Background: an optimization exercise with open tools, aiming at small area, a short achievable clock period and few clock cycles. Do not read the settings as production practice.
Where RTL was checked, it was by simulation tests only, not by an equivalence proof against the original.
Power figures rest on the tool's default switching activity, not on a simulated workload.

Setup of nickel:
==> module rbd_fadd, before the edit <==
module rbd_fadd
(
    input  logic        i_clk,
    input  logic        i_rst_n,
    input  logic        i_load,
    input  logic [3:0]  i_lane_we,
    input  logic [7:0]  i_delta,
    input  logic [31:0] i_a,
    output logic        o_busy,
    output logic [31:0] o_time
);
    logic [31:0] o_sum;
    logic [2:0]  r_p;       
    logic [7:0]  r_md;      
    logic        r_dz;      
    logic [3:0]  r_st;      
    logic [4:0]  r_sh;
    logic        r_dbig;
    logic [27:0] r_w;
    assign r_w = o_time[27:0];
    logic [7:0]  r_e;
    logic        sa;
    logic [7:0]  ea;
    logic [7:0]  ea_eff;
    logic [23:0] ma;
    assign sa     = i_a[31];
    assign ea     = i_a[30:23];
    assign ea_eff = (ea == 8'd0) ? 8'd1 : ea;
    assign ma     = {ea != 8'd0, i_a[22:0]};
    logic [2:0] ld_p;
    always_comb begin
        ld_p = 3'd0;
        for (int i = 0; i < 8; i++) begin
            if (i_delta[i]) ld_p = 3'(i);
        end
    end
    always_ff @(posedge i_clk) begin
        if (i_load) begin
            r_p  <= ld_p;
            r_md <= i_delta << (3'd7 - ld_p);
            r_dz <= (i_delta == 8'd0);
        end
    end
    logic done;
    assign done   = r_st[3] && (r_w[27] || r_w[26] || (r_w == 28'd0));
    assign o_busy = |r_st;
    always_ff @(posedge i_clk) begin
        if (!i_rst_n) begin
            r_st <= '0;
        end else begin
            r_st[0] <= i_load;
            r_st[1] <= r_st[0];
            r_st[2] <= r_st[1];
            r_st[3] <= r_st[2] || (r_st[3] && !done);
        end
    end
    logic [8:0] diff;       
    logic [8:0] adiff;
    assign diff  = {1'b0, ea_eff} - 9'd127 - {6'd0, r_p};
    assign adiff = diff[8] ? (9'd0 - diff) : diff;
    always_ff @(posedge i_clk) begin
        if (r_st[0]) begin
            r_dbig <= diff[8] || ((diff == 9'd0) &&
                      ((r_md > ma[23:16]) || ((r_md == ma[23:16]) && (ma[15:0] == 16'd0))));
            r_sh   <= (adiff > 9'd31) ? 5'd31 : adiff[4:0];
        end
    end
    logic [26:0] y_sh;
    always_comb begin
        logic [26:0] v;
        logic        st;
        v  = r_dbig ? {ma, 3'b000} : {r_md, 19'd0};
        st = 1'b0;
        if (r_sh[0]) begin st = st | v[0];          v = v >> 1;  end
        if (r_sh[1]) begin st = st | (|v[1:0]);     v = v >> 2;  end
        if (r_sh[2]) begin st = st | (|v[3:0]);     v = v >> 4;  end
        if (r_sh[3]) begin st = st | (|v[7:0]);     v = v >> 8;  end
        if (r_sh[4]) begin st = st | (|v[15:0]);    v = v >> 16; end
        y_sh = v | {26'd0, st};
    end
    logic [26:0] x;
    logic [27:0] s;
    assign x = r_dbig ? {r_md, 19'd0} : {ma, 3'b000};
    rbd_add #(.W(28)) u_add (
        .i_a    ({1'b0, x}),
        .i_b    (r_w),
        .i_cin  (sa),
        .o_sum  (s),
        .o_cout ()
    );
    always_ff @(posedge i_clk) begin
        if (r_st[1]) begin
            o_time[27:0] <= {sa, sa ? ~y_sh : y_sh};
        end else if (r_st[2]) begin
            o_time[27:0] <= s;
            r_e <= r_dbig ? (8'd127 + {5'd0, r_p}) : ea_eff;
        end else if (done) begin
            o_time <= o_sum;
        end else if (r_st[3]) begin
            o_time[27:0] <= {r_w[26:0], 1'b0};
            r_e <= r_e - 8'd1;
        end else begin
            for (int k = 0; k < 4; k++) begin
                if (i_lane_we[k]) o_time[8*k +: 8] <= i_delta;
            end
        end
    end
    logic [23:0] m;
    logic        g;
    logic        stk;
    logic        up;
    logic [24:0] mant;
    logic [7:0]  e2;
    assign m    = r_w[27] ? r_w[27:4] : r_w[26:3];
    assign g    = r_w[27] ? r_w[3] : r_w[2];
    assign stk  = r_w[27] ? (|r_w[2:0]) : (|r_w[1:0]);
    assign up   = g & (stk | m[0]);
    rbd_add #(.W(25)) u_round (
        .i_a    ({1'b0, m}),
        .i_b    (25'd0),
        .i_cin  (up),
        .o_sum  (mant),
        .o_cout ()
    );
    logic [7:0]  e_1;
    logic [7:0]  e_2;
    logic        rc;
    assign e_1  = r_e + 8'd1;
    assign e_2  = r_e + 8'd2;
    assign rc   = up & (&m);
    assign e2   = (r_w[27] & rc) ? e_2 : ((r_w[27] | rc) ? e_1 : r_e);
    always_comb begin
        if (ea == 8'hFF) begin
            o_sum = i_a | {9'd0, i_a[22:0] != 23'd0, 22'd0};
        end else if (r_dz) begin
            o_sum = (i_a[30:0] == 31'd0) ? 32'd0 : i_a;
        end else if (!r_w[27] && !r_w[26]) begin
            o_sum = 32'd0;
        end else begin
            o_sum = {sa & ~r_dbig, e2, mant[22:0]};
        end
    end
endmodule
==> module rbd_queue, before the edit <==
module rbd_queue
#(
    parameter int DEPTH = 2
)
(
    input  logic       i_clk,
    input  logic       i_rst_n,
    input  logic       i_push,
    input  logic [9:0] i_item,
    input  logic       i_pop,
    output logic       o_full,
    output logic       o_valid,
    output logic [9:0] o_item
);
    localparam int AW = (DEPTH > 1) ? $clog2(DEPTH) : 1;
    localparam int CW = $clog2(DEPTH + 1);
    logic [9:0]    r_mem [0:DEPTH-1];
    logic [AW-1:0] r_wr;
    logic [AW-1:0] r_rd;
    logic [CW-1:0] r_count;
    assign o_full  = (r_count == CW'(DEPTH));
    assign o_valid = (r_count != '0);
    assign o_item  = r_mem[r_rd];
    always_ff @(posedge i_clk) begin
        if (i_push) begin
            r_mem[r_wr] <= i_item;
        end
    end
    always_ff @(posedge i_clk) begin
        if (!i_rst_n) begin
            r_wr    <= '0;
            r_rd    <= '0;
            r_count <= '0;
        end else begin
            if (i_push) begin
                r_wr <= (r_wr == AW'(DEPTH - 1)) ? '0 : r_wr + AW'(1);
            end
            if (i_pop) begin
                r_rd <= (r_rd == AW'(DEPTH - 1)) ? '0 : r_rd + AW'(1);
            end
            if (i_push && !i_pop) begin
                r_count <= r_count + CW'(1);
            end else if (i_pop && !i_push) begin
                r_count <= r_count - CW'(1);
            end
        end
    end
endmodule
==> flow/config.mk <==
export PLATFORM = sky130hd
export DESIGN_NAME = replay_block_deframer_core
export DESIGN_NICKNAME = replay_block_deframer_core
export VERILOG_FILES = /design/flow/design.v
export SDC_FILE = /design/flow/constraint.sdc
export NUM_CORES = 4
export LEC_CHECK = 0
export CAP_MARGIN = 20
export CORE_MARGIN = 2
export CORE_UTILIZATION = 40
export SETUP_SLACK_MARGIN = 5
export SLEW_MARGIN = 20
==> flow/constraint.sdc <==
create_clock -name core_clock -period 8.5 [get_ports {i_clk}]
set_input_delay 1.7000 -clock core_clock [delete_from_list [all_inputs] [get_ports {i_clk}]]
set_output_delay 1.7000 -clock core_clock [all_outputs]
set_load 0.01 [all_outputs]
run.sh (not shown) runs the stock make flow with config.mk's settings and CLKGATE_MAP_FILE= SYNTH_SCRIPT=/design/flow/synth_recipe.tcl, a recipe that flattens the netlist after the stock synthesis.
Modified inputs, sierra compared to nickel
--- a/flow/design.v
+++ b/flow/design.v
@@ -81,18 +81,18 @@
     logic [26:0] x;
     logic [27:0] s;
     assign x = r_dbig ? {r_md, 19'd0} : {ma, 3'b000};
     rbd_add #(.W(28)) u_add (
         .i_a    ({1'b0, x}),
-        .i_b    (r_w),
+        .i_b    (sa ? ~r_w : r_w),
         .i_cin  (sa),
         .o_sum  (s),
         .o_cout ()
     );
     always_ff @(posedge i_clk) begin
         if (r_st[1]) begin
-            o_time[27:0] <= {sa, sa ? ~y_sh : y_sh};
+            o_time[27:0] <= {1'b0, y_sh};
         end else if (r_st[2]) begin
             o_time[27:0] <= s;
             r_e <= r_dbig ? (8'd127 + {5'd0, r_p}) : ea_eff;
         end else if (done) begin
             o_time <= o_sum;
@@ -120,17 +120,11 @@
         .i_b    (25'd0),
         .i_cin  (up),
         .o_sum  (mant),
         .o_cout ()
     );
-    logic [7:0]  e_1;
-    logic [7:0]  e_2;
-    logic        rc;
-    assign e_1  = r_e + 8'd1;
-    assign e_2  = r_e + 8'd2;
-    assign rc   = up & (&m);
-    assign e2   = (r_w[27] & rc) ? e_2 : ((r_w[27] | rc) ? e_1 : r_e);
+    assign e2   = r_e + {7'd0, r_w[27]} + {7'd0, mant[24]};
     always_comb begin
         if (ea == 8'hFF) begin
             o_sum = i_a | {9'd0, i_a[22:0] != 23'd0, 22'd0};
         end else if (r_dz) begin
             o_sum = (i_a[30:0] == 31'd0) ? 32'd0 : i_a;
@@ -324,11 +318,11 @@
         end
     end
 endmodule
 module rbd_queue
 #(
-    parameter int DEPTH = 2
+    parameter int DEPTH = 4
 )
 (
     input  logic       i_clk,
     input  logic       i_rst_n,
     input  logic       i_push,
Notes after the runs:
Changes observed in sierra relative to nickel: global-route usage now sits lower, fraction of power consumed by combinational cells higher, power up about 13%. u_front.u_fadd.r_dbig$_DFFE_PP_ as the critical path launch point was reported by sierra, and u_back.o_time[25]$_SDFFE_PN0P_ by nickel. [compare] base=nickel new=sierra: transition time at the pin with the least slew margin higher, later-pin clock latency in the skew report fell by 0.04 ns.
Testbench counts of sierra, summed over its fixed seeds: cycles 13,091.
Function not checked in nickel: the RTL went through the layout flow alone.

========
## the previous run
Another version of the RTL of replay_block_deframer_core (not shown whole).
For scale: ~260 flip-flops, about 130 I/O pins, about 0.018 mm^2 of cells after synthesis.
==> module rbd_queue, before the edit <==
module rbd_queue
#(
    parameter int DEPTH = 3
)
(
    input  logic       i_clk,
    input  logic       i_rst_n,
    input  logic       i_push,
    input  logic [8:0] i_item,
    input  logic       i_pop,
    output logic       o_full,
    output logic       o_valid,
    output logic [8:0] o_item
);
    localparam int AW = (DEPTH > 1) ? $clog2(DEPTH) : 1;
    localparam int CW = $clog2(DEPTH + 1);
    logic [8:0]    r_mem [0:DEPTH-1];
    logic [AW-1:0] r_wr;
    logic [AW-1:0] r_rd;
    logic [CW-1:0] r_count;
    assign o_full  = (r_count == CW'(DEPTH));
    assign o_valid = (r_count != '0);
    assign o_item  = r_mem[r_rd];
    always_ff @(posedge i_clk) begin
        if (i_push) begin
            r_mem[r_wr] <= i_item;
        end
    end
    always_ff @(posedge i_clk) begin
        if (!i_rst_n) begin
            r_wr    <= '0;
            r_rd    <= '0;
            r_count <= '0;
        end else begin
            if (i_push) begin
                r_wr <= (r_wr == AW'(DEPTH - 1)) ? '0 : r_wr + AW'(1);
            end
            if (i_pop) begin
                r_rd <= (r_rd == AW'(DEPTH - 1)) ? '0 : r_rd + AW'(1);
            end
            if (i_push && !i_pop) begin
                r_count <= r_count + CW'(1);
            end else if (i_pop && !i_push) begin
                r_count <= r_count - CW'(1);
            end
        end
    end
endmodule
==> flow/config.mk <==
export PLATFORM = sky130hd
export DESIGN_NAME = replay_block_deframer_core
export DESIGN_NICKNAME = replay_block_deframer_core
export VERILOG_FILES = /design/flow/design.v
export SDC_FILE = /design/flow/constraint.sdc
export NUM_CORES = 4
export LEC_CHECK = 0
export CAP_MARGIN = 20
export CORE_MARGIN = 2
export CORE_UTILIZATION = 40
export CTS_CLUSTER_DIAMETER = 100
export CTS_CLUSTER_SIZE = 22
export SETUP_SLACK_MARGIN = 5
export SLEW_MARGIN = 20
==> flow/constraint.sdc <==
create_clock -name core_clock -period 8.5 [get_ports {i_clk}]
set_input_delay 1.7000 -clock core_clock [delete_from_list [all_inputs] [get_ports {i_clk}]]
set_output_delay 1.7000 -clock core_clock [all_outputs]
set_load 0.01 [all_outputs]
standard.sh (not shown) runs the stock make flow with config.mk's settings and CLKGATE_MAP_FILE= SYNTH_SCRIPT=/design/flow/synth_recipe.tcl, a recipe that flattens the netlist after the stock synthesis.
==> flow/flow/run.sh <==
#!/bin/bash
# The standard layout, with the port buffers made from the smallest plain
# buffer cell instead of the resizer's default choice.
set -euo pipefail
export BUFFER_PORTS_ARGS="-buffer_cell sky130_fd_sc_hd__buf_1"
bash standard.sh finish > standard.log 2>&1
Testbench counts of the previous run, summed over its fixed seeds: cycles 12,648.
--- input diff the previous run..the current run ---
-- flow/design.v --
<<< the previous run, line 316
module rbd_queue
#(
    parameter int DEPTH = 3
)
(
>>> the current run, line 316
module rbd_queue
#(
    parameter int DEPTH = 2
)
(
[summary]
- The current run finished all stages; the layout is clean.
- The placed instance area in the current run sits 230 um^2 below the value recorded for the previous run.
- Average via count per standard cell ended up 1.5% higher on the current run than on the previous run.
- Compared with the previous run, the current run has less setup slack.
- Measured against each other, the previous run and the current run differ in first-pass GRT wire length, the lower figure coming from the previous run.
- On switching power total, the higher figure sits with the previous run, not the current run.
- Between the previous run and the current run, the difference in number of standard cells in the layout, taps in and fillers out is negligible.
- Delta (the current run minus the previous run): number of enable flip-flop cells after synthesis now smaller; mean routed wirelength per cell grew by about 3%.
- Against the previous run, the current run comes in about 0.5% lower on final area.
- The floorplan die area of the current run was superior to that of the previous run.
- Compared with the previous run, the current run shows a relative contribution of combinational cells to total power that is 0.4 points higher.
- For the number of flip-flops and latches, the current run came in 4.6% lower than the previous run did.
- Diff the previous run -> the current run: sequential share of layout area lost 1.4 points; post-route total power fell by 3.9%.
No functional check of the RTL was part of the current run.

afterwards: timing with drivers on the ports:
How much do the figures lean on ideal ports? The routed layouts below were timed once more, with nothing changed but the port constraints.
Step 1, drivers: a clkbuf_16 drives i_clk and a buf_2 each remaining input, both assumed.
Step 2 also shifts input and output timing later by t, the mid clock arrival at the registers, as if the neighbouring blocks saw the same clock.
a / b / c = no drivers / after step 1 / after step 2; a / b = the first two.
run	t, ns	setup WS [ns]	worst register clock-pin slew, ns	cell pins on the clock port's net
nickel	0.639	4.665 / 4.665 / 4.401	0.06 / 0.06	1
sierra	0.587	4.731 / 4.731 / 4.216	0.06 / 0.06	1
the previous run	0.560	4.910 / 4.910 / 4.593	0.10 / 0.10	1
the current run	0.564	4.826 / 4.826 / 4.607	0.10 / 0.10	1
After both steps setup and hold are still met in every run listed. For sierra, which loses most, drivers alone change the setup slack by 0.000 ns; drivers and shift together by -0.515 ns.
